This is an optimization exercise on Yosys and OpenROAD, whose aim is small area, a short achievable clock period and few clock cycles, not a production implementation.
The RTL was checked by simulation tests, not by an equivalence proof against the original design.
Power figures rest on the tool's default switching activity, not on a simulated workload.

===== config.mk =====
export PLATFORM = sky130hd
export DESIGN_NAME = cpu_top
export DESIGN_NICKNAME = cpu_top
export VERILOG_FILES = /design/flow/design.v
export SDC_FILE = /design/flow/constraint.sdc
export NUM_CORES = 4
export LEC_CHECK = 0
export CAP_MARGIN = 20
export CORE_MARGIN = 2
export CORE_UTILIZATION = 40
export CTS_CLUSTER_DIAMETER = 70
export CTS_CLUSTER_SIZE = 22
export PLACE_DENSITY = 0.8
export SETUP_SLACK_MARGIN = 3.25
export SLEW_MARGIN = 20
export SYNTH_HIERARCHICAL = 1

===== constraint.sdc =====
create_clock -name core_clock -period 7.0 [get_ports {clk}]
set_input_delay 1.4000 -clock core_clock [delete_from_list [all_inputs] [get_ports {clk}]]
set_output_delay 1.4000 -clock core_clock [all_outputs]
set_load 0.01 [all_outputs]

===== design.v =====
package cpu_pkg;
    typedef enum logic [5:0] {
        OP_ADD  = 6'h01,
        OP_SUB  = 6'h02,
        OP_AND  = 6'h03,
        OP_OR   = 6'h04,
        OP_SLT  = 6'h05,
        OP_ADDI = 6'h08,
        OP_LW   = 6'h10,
        OP_SW   = 6'h11,
        OP_BEQZ = 6'h12,
        OP_BNEZ = 6'h13,
        OP_J    = 6'h14,
        OP_HALT = 6'h3f
    } opcode_e;
    typedef enum logic [2:0] {
        ALU_ADD,
        ALU_SUB,
        ALU_AND,
        ALU_OR,
        ALU_SLT
    } alu_op_e;
    typedef enum logic [1:0] {
        FWD_REG,
        FWD_MEM,
        FWD_WB
    } fwd_sel_e;
endpackage
`timescale 1ns/100ps
module exec_unit #(
    parameter int W = 32
) (
    input  logic [W-1:0] a,
    input  logic [W-1:0] b,
    input  logic         cin,
    output logic [W-1:0] s
);
    localparam int LV = (W > 16) ? 5 : (W > 8) ? 4 : (W > 4) ? 3 : (W > 2) ? 2 : 1;
    logic [W-1:0] p;
    logic [W-1:0] g [0:LV];
    logic [W-1:0] t [0:LV];
    assign p    = a ^ b;
    assign g[0] = (a & b) | {{(W-1){1'b0}}, p[0] & cin};
    assign t[0] = p;
    for (genvar l = 0; l < LV; l++) begin : g_lvl
        localparam int D = 1 << l;
        for (genvar i = 0; i < W; i++) begin : g_bit
            if (i >= D) begin : g_op
                assign g[l+1][i] = g[l][i] | (t[l][i] & g[l][i-D]);
                assign t[l+1][i] = t[l][i] & t[l][i-D];
            end else begin : g_pass
                assign g[l+1][i] = g[l][i];
                assign t[l+1][i] = t[l][i];
            end
        end
    end
    assign s = p ^ {g[LV][W-2:0], cin};
endmodule
module addr_hi (
    input  logic [15:0] base_hi,
    input  logic        sign,
    output logic [15:0] up,
    output logic [15:0] dn
);
    logic [15:0] inc, dec;
    assign inc = base_hi + 16'd1;
    assign dec = base_hi - 16'd1;
    assign up  = sign ? base_hi : inc;
    assign dn  = sign ? dec : base_hi;
endmodule
module add_nc #(
    parameter int W = 16
) (
    input  logic [W-1:0] a,
    input  logic [W-1:0] b,
    output logic [W-1:0] s,
    output logic         co
);
    localparam int LV = (W > 16) ? 5 : (W > 8) ? 4 : (W > 4) ? 3 : (W > 2) ? 2 : 1;
    logic [W-1:0] p;
    logic [W-1:0] g [0:LV];
    logic [W-1:0] t [0:LV];
    assign p    = a ^ b;
    assign g[0] = a & b;
    assign t[0] = p;
    for (genvar l = 0; l < LV; l++) begin : g_lvl
        localparam int D = 1 << l;
        for (genvar i = 0; i < W; i++) begin : g_bit
            if (l == 0 && i == 1) begin : g_b1
                assign g[l+1][i] = (a[1] & b[1]) | (a[1] & a[0] & b[0]) | (b[1] & a[0] & b[0]);
                assign t[l+1][i] = t[l][i] & t[l][i-D];
            end else if (i >= D) begin : g_op
                assign g[l+1][i] = g[l][i] | (t[l][i] & g[l][i-D]);
                assign t[l+1][i] = t[l][i] & t[l][i-D];
            end else begin : g_pass
                assign g[l+1][i] = g[l][i];
                assign t[l+1][i] = t[l][i];
            end
        end
    end
    assign s  = p ^ {g[LV][W-2:0], 1'b0};
    assign co = g[LV][W-1];
endmodule
`timescale 1ns/100ps
module regfile (
    input  logic               clk,
    input  logic               rst_n,
    input  logic [5-1:0] rs1,
    input  logic [5-1:0] rs2,
    output logic [32-1:0]   bus_a,
    output logic [32-1:0]   bus_b,
    output logic               zero_a,
    input  logic [5-1:0] rd,
    input  logic [32-1:0]   wr_data,
    input  logic               wr_zero,
    input  logic               wr_en
);
    localparam int NREGS = 1 << 5;
    logic [32-1:0] wdata;
    logic             wnz;
    logic [32:0]   q [NREGS];      
    logic [NREGS-1:0] sel_a, sel_b;
    logic [32:0]   rd_a, rd_b;
    assign wdata = rst_n ? wr_data : '0;
    assign wnz   = rst_n && !wr_zero;
    assign q[0]  = '0;
    for (genvar i = 1; i < NREGS; i++) begin : g_reg
        always_ff @(posedge clk) begin
            if (!rst_n || (wr_en && rd == i))
                q[i] <= {wnz, wdata};
        end
    end
    always_comb begin
        for (int i = 0; i < NREGS; i++) begin
            sel_a[i] = (rs1 == i);
            sel_b[i] = (rs2 == i);
        end
    end
    for (genvar j = 0; j <= 32; j++) begin : g_bit
        logic [NREGS-1:0] col;
        for (genvar i = 0; i < NREGS; i++) begin : g_col
            assign col[i] = q[i][j];
        end
        rf_read_fast u_ra (.d(col), .sel(sel_a), .y(rd_a[j]));
        if (j < 32) begin : g_b
            rf_read u_rb (.d(col), .sel(sel_b), .y(rd_b[j]));
        end else begin : g_nb
            assign rd_b[j] = 1'b0;
        end
    end
    assign bus_a  = rd_a[32-1:0];
    assign bus_b  = rd_b[32-1:0];
    assign zero_a = !rd_a[32];
endmodule
module rf_read (
    input  logic [31:0] d,
    input  logic [31:0] sel,
    output logic        y
);
    logic [10:0] t;     
    logic [2:0]  u;     
    for (genvar k = 0; k < 10; k++) begin : g_tri
        rf_aoi222 u_t (
            .a1(d[3*k+1]), .a2(sel[3*k+1]),
            .b1(d[3*k+2]), .b2(sel[3*k+2]),
            .c1(d[3*k+3]), .c2(sel[3*k+3]),
            .y(t[k]));
    end
    rf_nand2 u_t10 (.a(d[31]), .b(sel[31]), .y(t[10]));
    rf_nand4 u_u0 (.a(t[0]), .b(t[1]), .c(t[2]), .d(t[3]), .y(u[0]));
    rf_nand4 u_u1 (.a(t[4]), .b(t[5]), .c(t[6]), .d(t[7]), .y(u[1]));
    rf_nand3 u_u2 (.a(t[8]), .b(t[9]), .c(t[10]), .y(u[2]));
    rf_or3   u_y  (.a(u[0]), .b(u[1]), .c(u[2]), .y(y));
endmodule
module rf_read_fast (
    input  logic [31:0] d,
    input  logic [31:0] sel,
    output logic        y
);
    logic [15:0] t;     
    logic [3:0]  u;     
    logic [1:0]  v;
    rf_nand2 u_t0 (.a(d[1]), .b(sel[1]), .y(t[0]));
    for (genvar k = 1; k < 16; k++) begin : g_pair
        rf_aoi22 u_t (.a1(d[2*k]), .a2(sel[2*k]), .b1(d[2*k+1]), .b2(sel[2*k+1]), .y(t[k]));
    end
    for (genvar k = 0; k < 4; k++) begin : g_grp
        rf_nand4 u_u (.a(t[4*k]), .b(t[4*k+1]), .c(t[4*k+2]), .d(t[4*k+3]), .y(u[k]));
    end
    rf_nor2  u_v0 (.a(u[0]), .b(u[1]), .y(v[0]));
    rf_nor2  u_v1 (.a(u[2]), .b(u[3]), .y(v[1]));
    rf_nand2 u_y  (.a(v[0]), .b(v[1]), .y(y));
endmodule
module rf_aoi22 (
    input  logic a1, a2, b1, b2,
    output logic y
);
    assign y = !((a1 && a2) || (b1 && b2));
endmodule
module rf_nor2 (
    input  logic a, b,
    output logic y
);
    assign y = !(a || b);
endmodule
module rf_aoi222 (
    input  logic a1, a2, b1, b2, c1, c2,
    output logic y
);
    assign y = !((a1 && a2) || (b1 && b2) || (c1 && c2));
endmodule
module rf_nand4 (
    input  logic a, b, c, d,
    output logic y
);
    assign y = !(a && b && c && d);
endmodule
module rf_nand3 (
    input  logic a, b, c,
    output logic y
);
    assign y = !(a && b && c);
endmodule
module rf_nand2 (
    input  logic a, b,
    output logic y
);
    assign y = !(a && b);
endmodule
module rf_or3 (
    input  logic a, b, c,
    output logic y
);
    assign y = a || b || c;
endmodule
`timescale 1ns/100ps
module cpu_top (
    input  logic             clk,
    input  logic             rst_n,
    input  logic [32-1:0] instr,
    output logic [32-1:0] i_addr,
    input  logic [32-1:0] mem_rd_data,
    output logic [32-1:0] mem_addr,
    output logic [32-1:0] mem_wr_data,
    output logic             mem_wr,
    output logic             halted
);
    localparam int PW = 32 - 2;    
    logic [PW-1:0]      pc;
    logic               e_valid;
    logic               e_wr;
    logic [5-1:0] e_dest;
    logic               e_ld, e_st;
    logic               e_and, e_or, e_slt, e_cin;
    logic [32-1:0]   e_a, e_b;
    logic [15:0]        e_ad_lo, e_ad_up, e_ad_dn;    
    logic               e_ad_c16;
    logic             e_lt;
    logic [32-1:0] e_sum, e_alu, e_res;
    exec_unit #(.W(32)) u_add (.a(e_a), .b(e_b), .cin(e_cin), .s(e_sum));
    assign e_lt = (e_a[32-1] == e_b[32-1]) ? e_a[32-1] : e_sum[32-1];
    always_comb begin
        if (e_and)
            e_alu = e_a & e_b;
        else if (e_or)
            e_alu = e_a | e_b;
        else if (e_slt)
            e_alu = {{(32-1){1'b0}}, e_lt};
        else
            e_alu = e_sum;
    end
    assign e_res = e_ld ? mem_rd_data : e_alu;
    logic [32-1:0] e_p;
    logic             e_sum_zero, e_res_zero;
    assign e_p        = e_a ^ e_b;
    assign e_sum_zero = (e_p[0] == e_cin) && (e_p[32-1:1] == (e_a[32-2:0] | e_b[32-2:0]));
    logic e_byp_zero;
    always_comb begin
        if (e_ld)
            e_byp_zero = (mem_rd_data == '0);
        else if (e_and)
            e_byp_zero = ((e_a & e_b) == '0);
        else if (e_or)
            e_byp_zero = ((e_a | e_b) == '0);
        else
            e_byp_zero = e_sum_zero;
    end
    assign e_res_zero = e_slt ? !e_lt : e_byp_zero;
    assign mem_addr    = {e_ad_c16 ? e_ad_up : e_ad_dn, e_ad_lo};
    assign mem_wr_data = e_b;
    assign mem_wr      = e_valid && e_st;
    assign i_addr = {pc, 2'b00};
    logic [5:0]         op;
    logic [5-1:0] rs, rt, f_dest;
    logic [32-1:0]   imm;
    logic               is_r, is_addi, is_lw, is_sw, is_beqz, is_bnez, is_j, is_halt;
    logic               is_sub, is_and, is_or, is_slt, f_wr;
    logic [32-1:0]   rf_a, rf_b, f_a, f_b;
    logic               rf_zero_a;
    assign op  = instr[31:26];
    assign rs  = instr[25:21];
    assign rt  = instr[20:16];
    assign imm = {{(32-16){instr[15]}}, instr[15:0]};
    assign is_r    = (op == 6'h01) || (op == 6'h02) || (op == 6'h03) || (op == 6'h04) || (op == 6'h05);
    assign is_sub  = (op == 6'h02);
    assign is_and  = (op == 6'h03);
    assign is_or   = (op == 6'h04);
    assign is_slt  = (op == 6'h05);
    assign is_addi = (op == 6'h08);
    assign is_lw   = (op == 6'h10);
    assign is_sw   = (op == 6'h11);
    assign is_beqz = (op == 6'h12);
    assign is_bnez = (op == 6'h13);
    assign is_j    = (op == 6'h14);
    assign is_halt = (op == 6'h3f);
    assign f_dest = is_r ? instr[15:11] : rt;
    assign f_wr   = (is_r || is_addi || is_lw) && (f_dest != '0);
    regfile u_regfile (
        .clk(clk), .rst_n(rst_n),
        .rs1(rs), .rs2(rt), .bus_a(rf_a), .bus_b(rf_b), .zero_a(rf_zero_a),
        .rd(e_dest), .wr_data(e_res), .wr_zero(e_res_zero), .wr_en(e_valid && e_wr)
    );
    logic hit_a, hit_b, f_zero;
    assign hit_a  = e_valid && e_wr && e_dest == rs;
    assign hit_b  = e_valid && e_wr && e_dest == rt;
    assign f_a    = hit_a ? e_res : rf_a;
    assign f_b    = hit_b ? e_res : rf_b;
    assign f_zero = hit_a ? e_byp_zero : rf_zero_a;
    logic [15:0] ad_lo, ad_up, ad_dn;
    logic        ad_c16, stall;
    add_nc #(.W(16)) u_adlo (.a(rf_a[15:0]), .b(imm[15:0]), .s(ad_lo), .co(ad_c16));
    addr_hi u_adhi (.base_hi(rf_a[31:16]), .sign(imm[15]), .up(ad_up), .dn(ad_dn));
    assign stall = ((is_lw || is_sw) || ((is_beqz || is_bnez) && e_slt)) && hit_a;
    logic          f_taken;
    logic [PW-1:0] f_seq, f_target;
    assign f_taken = is_j || (is_beqz && f_zero) || (is_bnez && !f_zero);
    assign f_seq   = pc + 1'b1;
    exec_unit #(.W(PW)) u_tgt (.a(pc), .b(imm[PW-1:0]), .cin(1'b1), .s(f_target));
    always_ff @(posedge clk) begin
        if (!rst_n) begin
            pc      <= '0;
            e_valid <= 1'b0;
            halted  <= 1'b0;
        end else if (!halted) begin
            if (!stall && !is_halt)
                pc <= f_taken ? f_target : f_seq;
            e_valid <= !is_halt && !stall;
            halted  <= is_halt;
        end
    end
    always_ff @(posedge clk) begin
        e_wr     <= f_wr;
        e_dest   <= f_dest;
        e_ld     <= is_lw;
        e_st     <= is_sw;
        e_and    <= is_and;
        e_or     <= is_or;
        e_slt    <= is_slt;
        e_cin    <= is_sub || is_slt;
        e_a      <= f_a;
        e_b      <= (is_addi || is_lw) ? imm : ((is_sub || is_slt) ? ~f_b : f_b);
        e_ad_lo  <= ad_lo;
        e_ad_c16 <= ad_c16;
        e_ad_up  <= ad_up;
        e_ad_dn  <= ad_dn;
    end
endmodule

===== run.sh =====
#!/bin/bash
# synth_recipe.tcl (not shown) runs the flow's synth.tcl, then flattens the netlist and writes it again
# the make line also repeats each setting of config.mk as NAME=value (left out here)
make -C /OpenROAD-flow-scripts/flow DESIGN_CONFIG=/design/flow/config.mk WORK_HOME=/design/flow/orfs CLKGATE_MAP_FILE= SYNTH_SCRIPT=/design/flow/synth_recipe.tcl finish

==> impl_metrics.csv, run 1 <==
group,metric,value,unit
routing,drc,0,
logic_synthesis,avgSynthCellArea,13.7,um2
cts,hold_buffers,0,
sta,fin_crit,3.87,ns
floorplan,die-area,147000,um2
floorplan,io_pins,164,
cts,clk_pin_slew,0.09,ns
sta,clock.fmax,0.258,GHz
logic_synthesis,ys_warn_count,18,
power_and_ir_drop,pwr-share-comb,0.308,
sta,skew,0.0318,ns
floorplan,core-area,143000,um2
routing,vias,43827,
cts,cts.path.max_buffers,3,
cts,clk_latency,0.70,ns
power_and_ir_drop,pwr-share-clk,0.168,
floorplan,die_h,383,um
routing,wl_per_cell,29.6,um
flow_run,cap_violations,0,
power_and_ir_drop,switching_share,0.364,
cells_and_area,nets,4787,
cts,clkSinkCount,1180,
power_and_ir_drop,seq_power_share,0.524,
routing,post_drt_via_cell_ratio,6.73,
sta,hold_ws,0.507,ns
power_and_ir_drop,p_leak,0.0230,uW
place,numPortBuffers,161,
floorplan,fp-row-count,139,
floorplan,die_w,383,um
routing,drtIter0Drc,8398,
place,dp_slack,0.949,ns
cts,cts-root-buf,"clkbuf_16",
power_and_ir_drop,p_int,15800,uW
power_and_ir_drop,finalPower,24900,uW
place,post-place-cells,6242,
grt,grt_pass1_wl,275000,um
grt,grt_start_max_net_pins,67,
power_and_ir_drop,switching_power,9070,uW
grt,grt_antenna_before_repair,12,
logic_synthesis,syn_inst,4197,
routing,first_pass_iters,13,
cells_and_area,syn_to_final_growth,17.9,%
grt,grt_pass1_vias,41338,
power_and_ir_drop,ir_drop,0.233,mV
critical_path,crit_type,"primary input to register",
sta,setup_viol,0,
sta,rsz0062_at_grt,"yes",
routing,antenna_left,0,
cts,tritoncts,"done",
cts,cts_made_buffers,66,
grt,grt_use_total,0.247,
power_and_ir_drop,powerDensity,368,nW/um2
critical_path,start_kind,"primary input",
place,dp_hpwl,132000,um
critical_path,rrSetupSlack,3.16,ns
hold_path,hold_class,"register to register",
cells_and_area,drive_gt1_frac,0.294,
sta,period_share,0.553,
sta,worst_slew_pin_slew,1.10,ns
run_status,status,"no timing/DRC/antenna violations",
sta,relSlewSlack,0.267,
critical_path,crit_arrival,4.46,ns
place,place_congestion,0.960,
floorplan,start_util,0.401,
logic_synthesis,synth_area,57400,um2
cells_and_area,layout.cells.non_filler,6515,
sta,hold_viol,0,
sta,slew_viol_final,0,
routing,wl,193000,um
sta,tns,0,ns
critical_path,worst_setup_path_end_kind,"register",
critical_path,cp.required,7.59,ns
cts,htree_levels,3,
grt,grt_overflow,0,
critical_path,critPathMaxFanout,9,
sta,setup_ws,3.13,ns
## layer usage
| layer | wire (um) | part of all wire | global-route usage | vias up |
|---|---|---|---|---|
| li1 | - | - | - | 18260 |
| met5 | 33 | 0.00017 | 0 | - |
| met1 | 69600 | 0.36 | 0.325 | 21787 |
| met2 | 90500 | 0.47 | 0.402 | 3337 |
| met3 | 24600 | 0.13 | 0.0483 | 439 |
| met4 | 8370 | 0.043 | 0.0963 | 4 |
## sequential cells by signal (all words and copies together) (netlist names), 5 cells and up
signal,flops
e_a,32
e_ad_dn,16
e_ad_lo,16
e_ad_up,16
e_b,32
e_dest,5
pc,30
u_regfile.q,1023
## worst max-delay path: stages
cell	delay [ns]
buf_4	0.15
or3b_4	0.43
buf_4	0.16
nor2_4	0.17
a22oi_2	0.07
nand4_1	0.20
nor2_1	0.10
nand2_2	0.12
inv_2	0.08
a211oi_2	0.44
a221oi_4	0.11
buf_4	0.19
buf_4	0.16
buf_4	0.17
or3_1	0.37
o2111a_1	0.14
## layout by cell type, fill, tap and decap left out, types with 38 or more instances in the layout
cell type,n
clkbuf_16,74
xor2_1,47
a21oi_1,134
nand2_1,210
mux2i_1,40
nor2_2,48
nand3_1,82
o21ai_0,57
a222oi_1,320
or3_1,38
a22oi_2,495
ha_1,98
clkdlybuf4s50_1,128
dfxtp_1,121
nor2_4,57
buf_4,199
nand4_1,231
edfxtp_1,1023
nor2_1,148
inv_1,96
xnor2_1,118
mux2_2,56
## power by group through the flow
stage	clock network, uW	logic (uW)	registers, uW
global route	4400	8070	13300
finish	4170	7670	13100
CTS	4160	6980	13000
detailed placement	0	6520	13100
global placement	0	6400	13000
floorplan	0	4080	12600
## per-stage QoR
stage	utilization	instance area (um2)
2_1_floorplan	-	58000
3_3_place_gp	0.436	62500
4_1_cts	0.462	66100
6_report	0.473	67700
5_1_grt	0.473	67700
3_5_place_dp	0.438	62600
## cell type report
type	count	area, um2
inverter	99	372
clock inverter	16	184
fill	11963	75400
multi-input combinational	2801	24700
sequential	1180	33900
antenna	5	12.5
tap	1903	2380
timing repair buffer	428	4340
clock buffer	83	1760
## final timing paths
check | startpoint | endpoint | cells after the start
worst max-delay path | instr[25] | pc[20]$_SDFFE_PN0P_ | 16
worst min-delay path | halted$_SDFF_PN0_ | e_valid$_SDFFE_PN0N_ | 2
worst max register to register | e_a[0]$_DFF_P_ | u_regfile.q[4][30]$_DFFE_PP_ | 15
worst min register to register | halted$_SDFF_PN0_ | e_valid$_SDFFE_PN0N_ | 2
## what timing repair did
action / in CTS / in global routing
pin swaps: 86 / 105
resized for setup: 296 / 222
buffers inserted: 84 / 62
endpoints found under the setup margin: 1027 / 942
gates cloned: 12 / 8
Testbench counts, summed over its fixed seeds: cycles 349,546.
==> run 2, diff against run 1 <==
--- a/config.mk
+++ b/config.mk
@@ -10,7 +10,7 @@
 export CORE_UTILIZATION = 40
 export CTS_CLUSTER_DIAMETER = 70
 export CTS_CLUSTER_SIZE = 22
-export PLACE_DENSITY = 0.8
-export SETUP_SLACK_MARGIN = 3.25
+export PLACE_DENSITY = 0.6
+export SETUP_SLACK_MARGIN = 3.5
 export SLEW_MARGIN = 20
 export SYNTH_HIERARCHICAL = 1
==> run 2 against run 1 <==
Against the previous run: critical endpoint is now pc[26]$_SDFFE_PN0P_; setup slack better by 0.074 ns; global-route usage is 3.2 points higher; still clean on timing, DRC and antenna; synthesized cell count stayed put; non-clock buffer count is 190 higher; maximum frequency is 2.0% higher; total power is 6.7% higher; flip-flop and latch count stayed put; largest power group unchanged.
==> impl_metrics.csv, run 2 <==
group,metric,value,unit
sta,clock.fmax,0.263,GHz
critical_path,rrSetupSlack,3.23,ns
routing,drtIter0Drc,6672,
cells_and_area,biggestRegsByFlops,"u_regfile.q: 1023 flops, e_a: 32 flops, e_b: 32 flops",
place,place_congestion,0.944,
critical_path,crit_arrival,4.43,ns
sta,period_share,0.543,
critical_path,crit_type,"primary input to register",
cells_and_area,nets,5005,
critical_path,worst_setup_path_end_kind,"register",
cts,clk_latency,0.72,ns
power_and_ir_drop,powerDensity,370,nW/um2
sta,tns,0,ns
cts,htree_levels,3,
cells_and_area,nFillCells,12045,
critical_path,reg2reg_depth,16,
floorplan,io_pins,164,
logic_synthesis,syn_inst,4197,
grt,grt_use_total,0.279,
cells_and_area,regArea,34000,um2
routing,first_pass_iters,11,
flow_run,cap_violations,0,
grt,grt_pass1_wl,301000,um
grt,grt_antenna_before_repair,13,
power_and_ir_drop,pwr-share-clk,0.171,
grt,grt_start_max_net_pins,54,
sta,worst_slew_pin_slew,1.06,ns
cells_and_area,multi_input_area,25800,um2
routing,antenna_left,0,
power_and_ir_drop,seq_power_share,0.490,
floorplan,die-area,147000,um2
critical_path,critPathMaxFanout,2,
cells_and_area,top_register,"u_regfile.q",
cts,clk_pin_slew,0.08,ns
cells_and_area,final_common_cell,"edfxtp_1",
cts,cts-root-buf,"clkbuf_16",
cells_and_area,syn_to_final_growth,24.9,%
grt,grt_pass1_vias,42041,
hold_path,hold_class,"register to register",
cts,tritoncts,"done",
cts,cts_made_buffers,72,
sta,hold_viol,0,
power_and_ir_drop,p_int,16700,uW
critical_path,worstPathCellList,"buf_12, fa_2, fa_2, a211o_1, a21oi_4, o211ai_4, o31ai_4, a31oi_4, a21oi_4, a311oi_4, a221oi_2, xnor2_1, nor2_1, mux2i_1, o211a_1",
floorplan,fp-row-count,139,
power_and_ir_drop,switching_share,0.373,
sta,rsz0062_at_grt,"yes",
floorplan,die_h,383,um
cts,hold_buffers,0,
power_and_ir_drop,ir_drop,0.254,mV
routing,wl_per_cell,32.6,um
cells_and_area,num_antenna_cells,0,
sta,setup_viol,0,
cells_and_area,drive_gt1_frac,0.349,
hold_path,whs_path_depth,2,
cells_and_area,layout_common_cells,"edfxtp_1 (1023), a22oi_2 (495), a222oi_1 (320), buf_4 (275), nand4_1 (231)",
critical_path,worst-path-buf-inv,1,
run_status,status,"no timing/DRC/antenna violations",
cells_and_area,largest_reg_flops,1023,
cells_and_area,final_util,0.501,
floorplan,start_util,0.401,
critical_path,crit_family,"compound AO/OA/AOI/OAI gates",
power_and_ir_drop,pwr-share-comb,0.339,
logic_synthesis,ys_warn_count,18,
logic_synthesis,avgSynthCellArea,13.7,um2
floorplan,die_w,383,um
sta,relSlewSlack,0.289,
cts,cts.path.max_buffers,3,
routing,drc,0,
critical_path,slowest_delay,0.36,ns
cts,clkSinkCount,1180,
sta,skew,0.0440,ns
critical_path,start_kind,"primary input",
critical_path,crit_slowest_cell,"fa_2",
sta,slew_viol_final,0,
power_and_ir_drop,p_leak,0.0247,uW
sta,fin_crit,3.80,ns
routing,post_drt_via_cell_ratio,6.60,
place,dp_hpwl,141000,um
floorplan,core-area,143000,um2
routing,vias,44475,
critical_path,cp.required,7.63,ns
power_and_ir_drop,switching_power,9890,uW
place,numPortBuffers,161,
grt,grt_overflow,0,
logic_synthesis,synth_area,57400,um2
critical_path,worst-path-stages,15,
routing,wl,220000,um
## run 2: tightest hold or removal path: stages, from the launching register on
cell,delay (ns)
dfxtp_1,0.34
nand2_1,0.07
a21oi_1,0.06
## run 2: metal layers
metal / share of wire / routed length, um / vias to the layer above / global-route usage
met5: 0.00030 / 67 / - / 0
met4: 0.046 / 10000 / 10 / 0.111
met3: 0.11 / 25000 / 432 / 0.0624
met2: 0.46 / 102000 / 2783 / 0.450
met1: 0.38 / 82900 / 22503 / 0.364
li1: - / - / 18747 / -
## run 2: cell type report
class | instances | share of cell area
clock inverters | 35 | 0.00525
clock buffers | 83 | 0.0260
multi-input cells | 2823 | 0.359
repair buffers | 618 | 0.0978
inverters | 99 | 0.00534
well taps | 1903 | 0.0332
flip-flops and latches | 1180 | 0.473
## run 2: timing repair
item | in CTS | in global routing
pin swaps | 169 | 152
resized for setup | 638 | 287
buffers inserted | 189 | 109
gates cloned | 30 | 32
setup endpoints to repair | 1059 | 964
## run 2: path summary, 6_finish.rpt
path,start,end
setup / recovery,instr[0],pc[26]$_SDFFE_PN0P_
hold / removal,halted$_SDFF_PN0_,e_valid$_SDFFE_PN0N_
setup reg to reg,e_a[0]$_DFF_P_,u_regfile.q[29][30]$_DFFE_PP_
hold reg to reg,halted$_SDFF_PN0_,e_valid$_SDFFE_PN0N_
## run 2: power by group through the flow
stage          clock network, uW  logic (uW)  registers (uW)
3_3_place_gp                   0        6630           13000
2_1_floorplan                  0        4090           12600
5_1_grt                     4810        9440           13200
3_5_place_dp                   0        6690           13100
6_report                    4540        9010           13000
4_1_cts                     4580        7720           12900
## run 2: metrics by stage
step	hold WS [ns]	cell area (um2)	setup slack [ns]	total power (uW)	cells
3_3_place_gp	0.484	62800	1.13	19600	6260
3_5_place_dp	0.500	62800	1.08	19800	6262
5_1_grt	0.513	71800	3.08	27500	6741
6_report	0.503	71800	3.20	26600	6741
2_1_floorplan	0.445	58100	2.71	16700	4198
4_1_cts	0.504	69100	3.25	25200	6599
==> run 3, diff against run 2 <==
--- a/config.mk
+++ b/config.mk
@@ -7,10 +7,10 @@
 export LEC_CHECK = 0
 export CAP_MARGIN = 20
 export CORE_MARGIN = 2
-export CORE_UTILIZATION = 40
+export CORE_UTILIZATION = 50
 export CTS_CLUSTER_DIAMETER = 70
 export CTS_CLUSTER_SIZE = 22
-export PLACE_DENSITY = 0.6
-export SETUP_SLACK_MARGIN = 3.5
+export PLACE_DENSITY = 0.72
+export SETUP_SLACK_MARGIN = 3.25
 export SLEW_MARGIN = 20
 export SYNTH_HIERARCHICAL = 1
==> run 3 against run 2 <==
Against the previous run: still clean; utilization is 9.6 points higher; total power down 4.1%; synthesized area unchanged; synthesized cell count unchanged; cell count fell by 8.3%; clock-buffer cell count up 1; maximum frequency is 3.4% lower; clock power decreased by 1%; non-clock buffer count fell by 160; die area down 20%; setup slack got worse by 0.13 ns; clock skew increased by 0.0023 ns.
==> impl_metrics.csv, run 3 <==
group,metric,value,unit
run_status,status,"no timing/DRC/antenna violations",
critical_path,start_kind,"register",
sta,skew,0.0462,ns
floorplan,die-area,118000,um2
routing,wl,199000,um
sta,fin_crit,3.93,ns
cts,htree_levels,3,
routing,antenna_left,0,
logic_synthesis,synth_area,57400,um2
routing,drc,0,
place,place_congestion,0.955,
critical_path,crit_arrival,4.47,ns
place,dp_slack,0.902,ns
routing,drtIter0Drc,7646,
critical_path,rrSetupSlack,3.07,ns
grt,grt_pass1_wl,283000,um
sta,setup_ws,3.07,ns
sta,setup_viol,0,
routing,post_drt_via_cell_ratio,7.10,
floorplan,die_w,343,um
critical_path,crit_type,"register to register",
floorplan,die_h,343,um
hold_path,hold_class,"register to register",
power_and_ir_drop,powerDensity,373,nW/um2
place,dp_hpwl,131000,um
critical_path,worst_setup_path_end_kind,"register",
sta,relSlewSlack,0.213,
critical_path,critPathMaxFanout,8,
sta,rsz0062_at_grt,"yes",
grt,top_usage_layer,"met2",
cells_and_area,layout_common_cells,"edfxtp_1 (1023), a22oi_2 (495), a222oi_1 (320), nand4_1 (231), nand2_1 (210)",
power_and_ir_drop,p_leak,0.0234,uW
grt,grt_overflow,0,
sta,period_share,0.562,
cells_and_area,top_register,"u_regfile.q",
cells_and_area,regArea,33900,um2
cells_and_area,nFillCells,8643,
floorplan,core-area,114000,um2
cts,cts_made_buffers,72,
floorplan,fp-row-count,124,
sta,worst_slew_pin_slew,1.18,ns
cells_and_area,biggestRegsByFlops,"u_regfile.q: 1023 flops, e_a: 32 flops, e_b: 32 flops",
grt,grt_use_met2,0.498,
routing,vias,43862,
power_and_ir_drop,ir_drop,0.206,mV
grt,grt_start_max_net_pins,67,
floorplan,start_util,0.503,
place,numPortBuffers,161,
cells_and_area,multi_input_area,25000,um2
cts,tritoncts,"done",
sta,clock.fmax,0.254,GHz
sta,slew_viol_final,0,
sta,hold_viol,0,
critical_path,cp.required,7.54,ns
grt,met3_usage,0.0919,
cts,cts-root-buf,"clkbuf_16",
cts,cts.path.max_buffers,3,
cells_and_area,drive_gt1_frac,0.304,
cells_and_area,largest_reg_flops,1023,
routing,first_pass_iters,13,
sta,hold_ws,0.502,ns
flow_run,cap_violations,0,
cells_and_area,final_util,0.598,
grt,gr-usage-met1,0.438,
cts,clk_pin_slew,0.08,ns
floorplan,io_pins,164,
cts,hold_buffers,0,
routing,wl_per_cell,32.1,um
cts,clkSinkCount,1180,
sta,tns,0,ns
cts,clk_latency,0.69,ns
cells_and_area,nets,4833,
cells_and_area,final_common_cell,"edfxtp_1",
grt,grt_use_total,0.325,
logic_synthesis,syn_inst,4197,
cells_and_area,syn_to_final_growth,18.8,%
grt,grt_antenna_before_repair,9,
logic_synthesis,ys_warn_count,18,
logic_synthesis,avgSynthCellArea,13.7,um2
grt,grt_pass1_vias,41216,
run 3: final cells by class:
type / count / share of cell area
Sequential cell: 1180 / 0.497
Multi-Input combinational cell: 2811 / 0.366
Timing Repair Buffer: 458 / 0.0706
Clock buffer: 84 / 0.0280
Tap cell: 1512 / 0.0277
Inverter: 99 / 0.00548
Clock inverter: 31 / 0.00478
Antenna cell: 6 / 0.000220
run 3: what timing repair did:
item | 4_1_cts | 5_1_grt
gates resized for setup | 395 | 177
endpoints found under the setup margin | 1011 | 942
setup buffers | 123 | 53
pin swaps | 124 | 88
gates cloned | 31 | 4
run 3: routing by layer:
layer  vias to the layer above  routed length [um]
li1                      18426                   -
met1                     21691               72600
met2                      3267               89000
met3                       472               28500
met4                         6                8360
met5                         -                  48
run 3: critical path, stage by stage, from the launching register on:
cell and delay, ns:
dfxtp_2 0.34, fa_2 0.41, buf_6 0.13, fa_2 0.42
a21oi_4 0.18, o211ai_1 0.22, a21oi_2 0.26, a211oi_4 0.12
a41o_1 0.27, nor3_4 0.26, a21oi_2 0.10, a21oi_2 0.13
nor2_2 0.06, o31ai_4 0.23, buf_12 0.16, and2_4 0.30
clkbuf_16 0.23
run 3: final timing paths:
kind | startpoint | cells after the start | end
worst max-delay path | e_a[0]$_DFF_P_ | 16 | u_regfile.q[7][30]$_DFFE_PP_
worst min-delay path | halted$_SDFF_PN0_ | 2 | e_valid$_SDFFE_PN0N_
worst max register to register | e_a[0]$_DFF_P_ | 16 | u_regfile.q[7][30]$_DFFE_PP_
worst min register to register | halted$_SDFF_PN0_ | 2 | e_valid$_SDFFE_PN0N_
run 3: per-stage QoR:
stage               std cells  total power (uW)  instance area [um2]
detailed placement       5844             19700                62100
global route             6178             26300                68200
finish                   6181             25500                68300
floorplan                4198             16700                58000
CTS                      6113             24600                67000
global placement         5842             19500                62000
run 3: report_power, final:
| part | switching (uW) | internal, uW |
|---|---|---|
| clock | 2470 | 2030 |
| sequential | 1830 | 11200 |
| combinational | 5060 | 2890 |
| total | 9360 | 16100 |
==> run 4, diff against run 3 <==
--- a/design.v
+++ b/design.v
@@ -39,13 +39,17 @@
     logic [W-1:0] p;
     logic [W-1:0] g [0:LV];
     logic [W-1:0] t [0:LV];
+    logic [W-1:0] c;
     assign p    = a ^ b;
-    assign g[0] = (a & b) | {{(W-1){1'b0}}, p[0] & cin};
+    assign g[0] = a & b;
     assign t[0] = p;
     for (genvar l = 0; l < LV; l++) begin : g_lvl
         localparam int D = 1 << l;
         for (genvar i = 0; i < W; i++) begin : g_bit
-            if (i >= D) begin : g_op
+            if (l == 0 && i == 1) begin : g_b1
+                assign g[l+1][i] = (a[1] & b[1]) | (a[1] & a[0] & b[0]) | (b[1] & a[0] & b[0]);
+                assign t[l+1][i] = t[l][i] & t[l][i-D];
+            end else if (i >= D) begin : g_op
                 assign g[l+1][i] = g[l][i] | (t[l][i] & g[l][i-D]);
                 assign t[l+1][i] = t[l][i] & t[l][i-D];
             end else begin : g_pass
@@ -54,7 +58,8 @@
             end
         end
     end
-    assign s = p ^ {g[LV][W-2:0], cin};
+    assign c = {g[LV][W-2:0] | (t[LV][W-2:0] & {(W-1){cin}}), cin};
+    assign s = p ^ c;
 endmodule
 module addr_hi (
     input  logic [15:0] base_hi,
@@ -108,10 +113,10 @@
     input  logic [5-1:0] rs1,
     input  logic [5-1:0] rs2,
     output logic [32-1:0]   bus_a,
-    output logic [32-1:0]   bus_b,
+    output logic [32-1:0]   bus_b_n,      
     output logic               zero_a,
     input  logic [5-1:0] rd,
-    input  logic [32-1:0]   wr_data,
+    input  logic [32-1:0]   wr_data,      
     input  logic               wr_zero,
     input  logic               wr_en
 );
@@ -120,8 +125,8 @@
     logic             wnz;
     logic [32:0]   q [NREGS];      
     logic [NREGS-1:0] sel_a, sel_b;
-    logic [32:0]   rd_a, rd_b;
-    assign wdata = rst_n ? wr_data : '0;
+    logic [32:0]   rd_a, rd_b;       
+    assign wdata = wr_data;      
     assign wnz   = rst_n && !wr_zero;
     assign q[0]  = '0;
     for (genvar i = 1; i < NREGS; i++) begin : g_reg
@@ -143,35 +148,15 @@
         end
         rf_read_fast u_ra (.d(col), .sel(sel_a), .y(rd_a[j]));
         if (j < 32) begin : g_b
-            rf_read u_rb (.d(col), .sel(sel_b), .y(rd_b[j]));
+            rf_read_n u_rb (.d(col), .sel(sel_b), .y_n(rd_b[j]));
         end else begin : g_nb
-            assign rd_b[j] = 1'b0;
+            assign rd_b[j] = 1'b1;
         end
     end
     assign bus_a  = rd_a[32-1:0];
-    assign bus_b  = rd_b[32-1:0];
+    assign bus_b_n = rd_b[32-1:0];
     assign zero_a = !rd_a[32];
 endmodule
-module rf_read (
-    input  logic [31:0] d,
-    input  logic [31:0] sel,
-    output logic        y
-);
-    logic [10:0] t;     
-    logic [2:0]  u;     
-    for (genvar k = 0; k < 10; k++) begin : g_tri
-        rf_aoi222 u_t (
-            .a1(d[3*k+1]), .a2(sel[3*k+1]),
-            .b1(d[3*k+2]), .b2(sel[3*k+2]),
-            .c1(d[3*k+3]), .c2(sel[3*k+3]),
-            .y(t[k]));
-    end
-    rf_nand2 u_t10 (.a(d[31]), .b(sel[31]), .y(t[10]));
-    rf_nand4 u_u0 (.a(t[0]), .b(t[1]), .c(t[2]), .d(t[3]), .y(u[0]));
-    rf_nand4 u_u1 (.a(t[4]), .b(t[5]), .c(t[6]), .d(t[7]), .y(u[1]));
-    rf_nand3 u_u2 (.a(t[8]), .b(t[9]), .c(t[10]), .y(u[2]));
-    rf_or3   u_y  (.a(u[0]), .b(u[1]), .c(u[2]), .y(y));
-endmodule
 module rf_read_fast (
     input  logic [31:0] d,
     input  logic [31:0] sel,
@@ -203,6 +188,32 @@
 );
     assign y = !(a || b);
 endmodule
+module rf_read_n (
+    input  logic [31:0] d,
+    input  logic [31:0] sel,
+    output logic        y_n
+);
+    logic [10:0] t;     
+    logic [2:0]  u;     
+    for (genvar k = 0; k < 10; k++) begin : g_tri
+        rf_aoi222 u_t (
+            .a1(d[3*k+1]), .a2(sel[3*k+1]),
+            .b1(d[3*k+2]), .b2(sel[3*k+2]),
+            .c1(d[3*k+3]), .c2(sel[3*k+3]),
+            .y(t[k]));
+    end
+    rf_nand2 u_t10 (.a(d[31]), .b(sel[31]), .y(t[10]));
+    rf_nand4 u_u0 (.a(t[0]), .b(t[1]), .c(t[2]), .d(t[3]), .y(u[0]));
+    rf_nand4 u_u1 (.a(t[4]), .b(t[5]), .c(t[6]), .d(t[7]), .y(u[1]));
+    rf_nand3 u_u2 (.a(t[8]), .b(t[9]), .c(t[10]), .y(u[2]));
+    rf_nor3  u_y  (.a(u[0]), .b(u[1]), .c(u[2]), .y(y_n));
+endmodule
+module rf_nor3 (
+    input  logic a, b, c,
+    output logic y
+);
+    assign y = !(a || b || c);
+endmodule
 module rf_aoi222 (
     input  logic a1, a2, b1, b2, c1, c2,
     output logic y
@@ -227,12 +238,6 @@
 );
     assign y = !(a && b);
 endmodule
-module rf_or3 (
-    input  logic a, b, c,
-    output logic y
-);
-    assign y = a || b || c;
-endmodule
 `timescale 1ns/100ps
 module cpu_top (
     input  logic             clk,
@@ -270,6 +275,15 @@
             e_alu = e_sum;
     end
     assign e_res = e_ld ? mem_rd_data : e_alu;
+    logic [32-1:0] e_wdata;
+    always_comb begin
+        if (!rst_n)
+            e_wdata = '0;
+        else if (e_ld)
+            e_wdata = mem_rd_data;
+        else
+            e_wdata = e_alu;
+    end
     logic [32-1:0] e_p;
     logic             e_sum_zero, e_res_zero;
     assign e_p        = e_a ^ e_b;
@@ -295,7 +309,7 @@
     logic [32-1:0]   imm;
     logic               is_r, is_addi, is_lw, is_sw, is_beqz, is_bnez, is_j, is_halt;
     logic               is_sub, is_and, is_or, is_slt, f_wr;
-    logic [32-1:0]   rf_a, rf_b, f_a, f_b;
+    logic [32-1:0]   rf_a, rf_b_n, f_a, f_b;    
     logic               rf_zero_a;
     assign op  = instr[31:26];
     assign rs  = instr[25:21];
@@ -317,14 +331,14 @@
     assign f_wr   = (is_r || is_addi || is_lw) && (f_dest != '0);
     regfile u_regfile (
         .clk(clk), .rst_n(rst_n),
-        .rs1(rs), .rs2(rt), .bus_a(rf_a), .bus_b(rf_b), .zero_a(rf_zero_a),
-        .rd(e_dest), .wr_data(e_res), .wr_zero(e_res_zero), .wr_en(e_valid && e_wr)
+        .rs1(rs), .rs2(rt), .bus_a(rf_a), .bus_b_n(rf_b_n), .zero_a(rf_zero_a),
+        .rd(e_dest), .wr_data(e_wdata), .wr_zero(e_res_zero), .wr_en(e_valid && e_wr)
     );
     logic hit_a, hit_b, f_zero;
     assign hit_a  = e_valid && e_wr && e_dest == rs;
     assign hit_b  = e_valid && e_wr && e_dest == rt;
     assign f_a    = hit_a ? e_res : rf_a;
-    assign f_b    = hit_b ? e_res : rf_b;
+    assign f_b    = hit_b ? e_res : ~rf_b_n;
     assign f_zero = hit_a ? e_byp_zero : rf_zero_a;
     logic [15:0] ad_lo, ad_up, ad_dn;
     logic        ad_c16, stall;
--- a/config.mk
+++ b/config.mk
@@ -7,10 +7,10 @@
 export LEC_CHECK = 0
 export CAP_MARGIN = 20
 export CORE_MARGIN = 2
-export CORE_UTILIZATION = 50
+export CORE_UTILIZATION = 40
 export CTS_CLUSTER_DIAMETER = 70
 export CTS_CLUSTER_SIZE = 22
-export PLACE_DENSITY = 0.72
+export PLACE_DENSITY = 0.6
 export SETUP_SLACK_MARGIN = 3.25
 export SLEW_MARGIN = 20
 export SYNTH_HIERARCHICAL = 1
==> run 4 against run 3 <==
Against the previous run: maximum frequency increased by 0.10%; register-to-register slack barely moved; non-clock buffer count grew 37; total power rose by 0.52%; cell count rose by 9.2%; global-route usage shrank 6.2 points; worst hold slack improved by 0.0038 ns; synthesized area is 1.3% higher; combinational power decreased by 2%; clock-buffer cell count shrank 5; sequential power hardly changed.
==> impl_metrics.csv, run 4 <==
group,metric,value,unit
critical_path,worst_path_most_repeated_cell,"mux2i_1",
sta,hold_viol,0,
cells_and_area,nFillCells,12444,
sta,fin_crit,3.93,ns
logic_synthesis,ys_warn_count,18,
place,post-place-cells,6394,
power_and_ir_drop,seq_power_share,0.510,
critical_path,slowest_delay,0.38,ns
floorplan,start_util,0.404,
cts,tritoncts,"done",
cts,clk_pin_slew,0.07,ns
sta,rsz0062_at_grt,"yes",
power_and_ir_drop,p_leak,0.0236,uW
cells_and_area,final_util,0.485,
floorplan,core-area,144000,um2
cells_and_area,biggestRegsByFlops,"u_regfile.q: 1023 flops, e_a: 32 flops, e_b: 32 flops",
critical_path,worst-path-buf-inv,1,
place,place_congestion,0.952,
hold_path,hold_class,"register to register",
power_and_ir_drop,p_int,16300,uW
hold_path,whs_path_depth,2,
sta,worst_slew_pin_slew,1.11,ns
flow_run,cap_violations,0,
grt,grt_antenna_before_repair,5,
place,post_dp_cell_area,63400,um2
critical_path,crit_slowest_cell,"dfxtp_4",
grt,grt_use_total,0.263,
cts,cts-root-buf,"clkbuf_16",
routing,vias,44194,
cts,clk_latency,0.72,ns
sta,tns,0,ns
floorplan,fp-row-count,139,
critical_path,cp.required,7.42,ns
power_and_ir_drop,switching_power,9290,uW
grt,grt_pass1_wl,289000,um
cells_and_area,largest_reg_flops,1023,
routing,post_drt_via_cell_ratio,6.55,
cells_and_area,fin_area,69900,um2
routing,drc,0,
cells_and_area,layout.cells.non_filler,6750,
cells_and_area,syn_to_final_growth,20.1,%
grt,grt_pass1_vias,41024,
place,dp_hpwl,141000,um
floorplan,die_h,385,um
sta,period_share,0.561,
floorplan,die_w,385,um
critical_path,r2r-end,"u_regfile.q[17][0]$_DFFE_PP_",
cells_and_area,nets,5010,
critical_path,start_kind,"register",
power_and_ir_drop,pwr-share-comb,0.305,
floorplan,io_pins,164,
routing,wl_per_cell,30.2,um
grt,grt_overflow,0,
sta,relSlewSlack,0.260,
critical_path,r2r_start,"e_b[1]$_DFF_P_",
cells_and_area,final_common_cell,"edfxtp_1",
routing,drtIter0Drc,6626,
logic_synthesis,avgSynthCellArea,13.3,um2
critical_path,crit_type,"register to register",
cts,htree_levels,3,
cells_and_area,top_register,"u_regfile.q",
run_status,status,"no timing/DRC/antenna violations",
critical_path,rrSetupSlack,3.07,ns
cts,hold_buffers,0,
sta,skew,0.0366,ns
critical_path,crit_family,"compound AO/OA/AOI/OAI gates",
sta,clock.fmax,0.255,GHz
cts,clkSinkCount,1180,
cts,cts_made_buffers,74,
cells_and_area,layout_common_cells,"edfxtp_1 (1023), a22oi_2 (496), a222oi_1 (320), buf_4 (243), nand2_1 (235)",
logic_synthesis,syn_inst,4365,
logic_synthesis,synth_area,58200,um2
critical_path,critPathMaxFanout,8,
hold_path,hold_end,"e_valid$_SDFFE_PN0N_",
critical_path,worst_setup_path_end_kind,"register",
critical_path,reg2reg_depth,15,
sta,slew_viol_final,0,
power_and_ir_drop,pwr-share-clk,0.184,
routing,first_pass_iters,10,
critical_path,worstPathCellList,"ha_4, nand3_4, a211oi_4, and2b_2, a41oi_4, buf_6, o2bb2ai_4, a21boi_4, xnor2_2, mux2_4, mux2i_1, mux2i_1, mux2i_2, o21ai_4, and2_4",
power_and_ir_drop,powerDensity,367,nW/um2
power_and_ir_drop,switching_share,0.363,
critical_path,crit_arrival,4.34,ns
grt,grt_start_max_net_pins,78,
power_and_ir_drop,ir_drop,0.190,mV
routing,antenna_left,0,
sta,setup_viol,0,
routing,wl,204000,um
place,numPortBuffers,161,
hold_path,min-delay-start,"halted$_SDFF_PN0_",
cells_and_area,drive_gt1_frac,0.305,
cts,cts.path.max_buffers,3,
floorplan,die-area,149000,um2
## run 4: cell types whose count changed in the layout (fill, tap and decap cells not counted), moves of 22 or more
cell,before,now
a21oi_1,136,160
a2bb2oi_1,38,1
buf_4,205,243
mux2i_1,38,4
nand2_1,210,235
nand3_1,80,102
nor2b_1,10,37
nor3_2,6,31
o21ai_0,55,85
or3_1,36,8
## run 4: repair_timing
action,4_1_cts,5_1_grt
setup buffers,139,68
gates resized for setup,297,234
endpoints found under the hold margin,0,0
cloned,14,9
pin swaps,100,94
endpoints found under the setup margin,934,782
## run 4: worst max path at each step
stage,start,end,depth (start not counted)
6_report,e_b[1]$_DFF_P_,u_regfile.q[17][0]$_DFFE_PP_,15
5_1_grt,e_a[1]$_DFF_P_,u_regfile.q[19][0]$_DFFE_PP_,15
4_1_cts,e_b[2]$_DFF_P_,u_regfile.q[18][0]$_DFFE_PP_,15
3_5_place_dp,instr[23],pc[21]$_SDFFE_PN0P_,14
3_3_place_gp,instr[23],pc[21]$_SDFFE_PN0P_,14
2_1_floorplan,instr[25],pc[16]$_SDFFE_PN0P_,15
## run 4: final cells by class
type / count / area (um2) / area share
sequential: 1180 / 33900 / 0.485
multi-input combinational: 2940 / 25800 / 0.369
timing repair buffer: 495 / 4970 / 0.0712
tap: 1903 / 2380 / 0.0341
clock buffer: 79 / 1920 / 0.0275
clock inverter: 42 / 482 / 0.00689
inverter: 108 / 405 / 0.00580
antenna: 3 / 7.51 / 0.000107
## run 4: metrics by stage
| stage | setup slack [ns] | total power (uW) | hold slack (ns) |
|---|---|---|---|
| after floorplan | 2.61 | 16700 | 0.445 |
| after detailed placement | 0.695 | 19700 | 0.485 |
| after CTS | 3.12 | 24800 | 0.496 |
| after global placement | 0.818 | 19600 | 0.478 |
| after global routing | 3.01 | 26700 | 0.530 |
| final | 3.07 | 25600 | 0.505 |
## run 4: power groups by stage
stage                     Sequential (uW)  Clock (uW)  Combinational (uW)
after global routing                13300        5030                8360
after CTS                           13000        4790                7000
after detailed placement            13200           0                6530
after floorplan                     12600           0                4020
final                               13100        4720                7820
after global placement              13100           0                6480
## run 4: layer usage
layer | global-route usage | part of all wire | wire length [um]
met5 | 0 | 0.000059 | 12
met2 | 0.414 | 0.46 | 92900
met4 | 0.0870 | 0.032 | 6500
met1 | 0.368 | 0.41 | 83900
met3 | 0.0444 | 0.10 | 20700
## run 4: worst min-delay path, delay by kind of cell (launching register included)
family / cells / cell delay, ns
compound gates: 1 / 0.06
flops: 1 / 0.33
simple gates: 1 / 0.07
Testbench counts of run 4, summed over its fixed seeds: cycles 349,546.

-- re-timing with driven ports --
The flow's constraints put no driver on any port. The routed layouts listed below were extracted and timed again, unchanged, in two steps. Step 1 assumes that a clkbuf_16 drives the clock port and a buf_2 every other input. Step 2 adds t to the input delays and takes it off the output delays; t is the mean of the earliest and latest rising clock arrival at the registers after step 1. Input paths then give back, and output paths get back, about the clock's delay inside the block. Slacks: ideal / step 1 / step 2; pairs: ideal / step 1.
| run | shift t [ns] | slack for setup (ns) | clock arrival spread, ns | slew at the worst register clock pin (ns) |
|---|---|---|---|---|
| run 1 | 0.759 | 3.126 / 3.065 / 2.306 | 0.038 / 0.038 | 0.10 / 0.10 |
| run 2 | 0.784 | 3.200 / 3.229 / 2.444 | 0.050 / 0.051 | 0.10 / 0.10 |
| run 3 | 0.748 | 3.067 / 3.067 / 2.410 | 0.049 / 0.049 | 0.10 / 0.10 |
| run 4 | 0.777 | 3.071 / 3.071 / 2.400 | 0.040 / 0.040 | 0.10 / 0.10 |
After both steps every run listed still meets setup and hold. The setup slack of run 1, which loses most, moves by -0.061 ns with the drivers and by -0.820 ns with both steps.
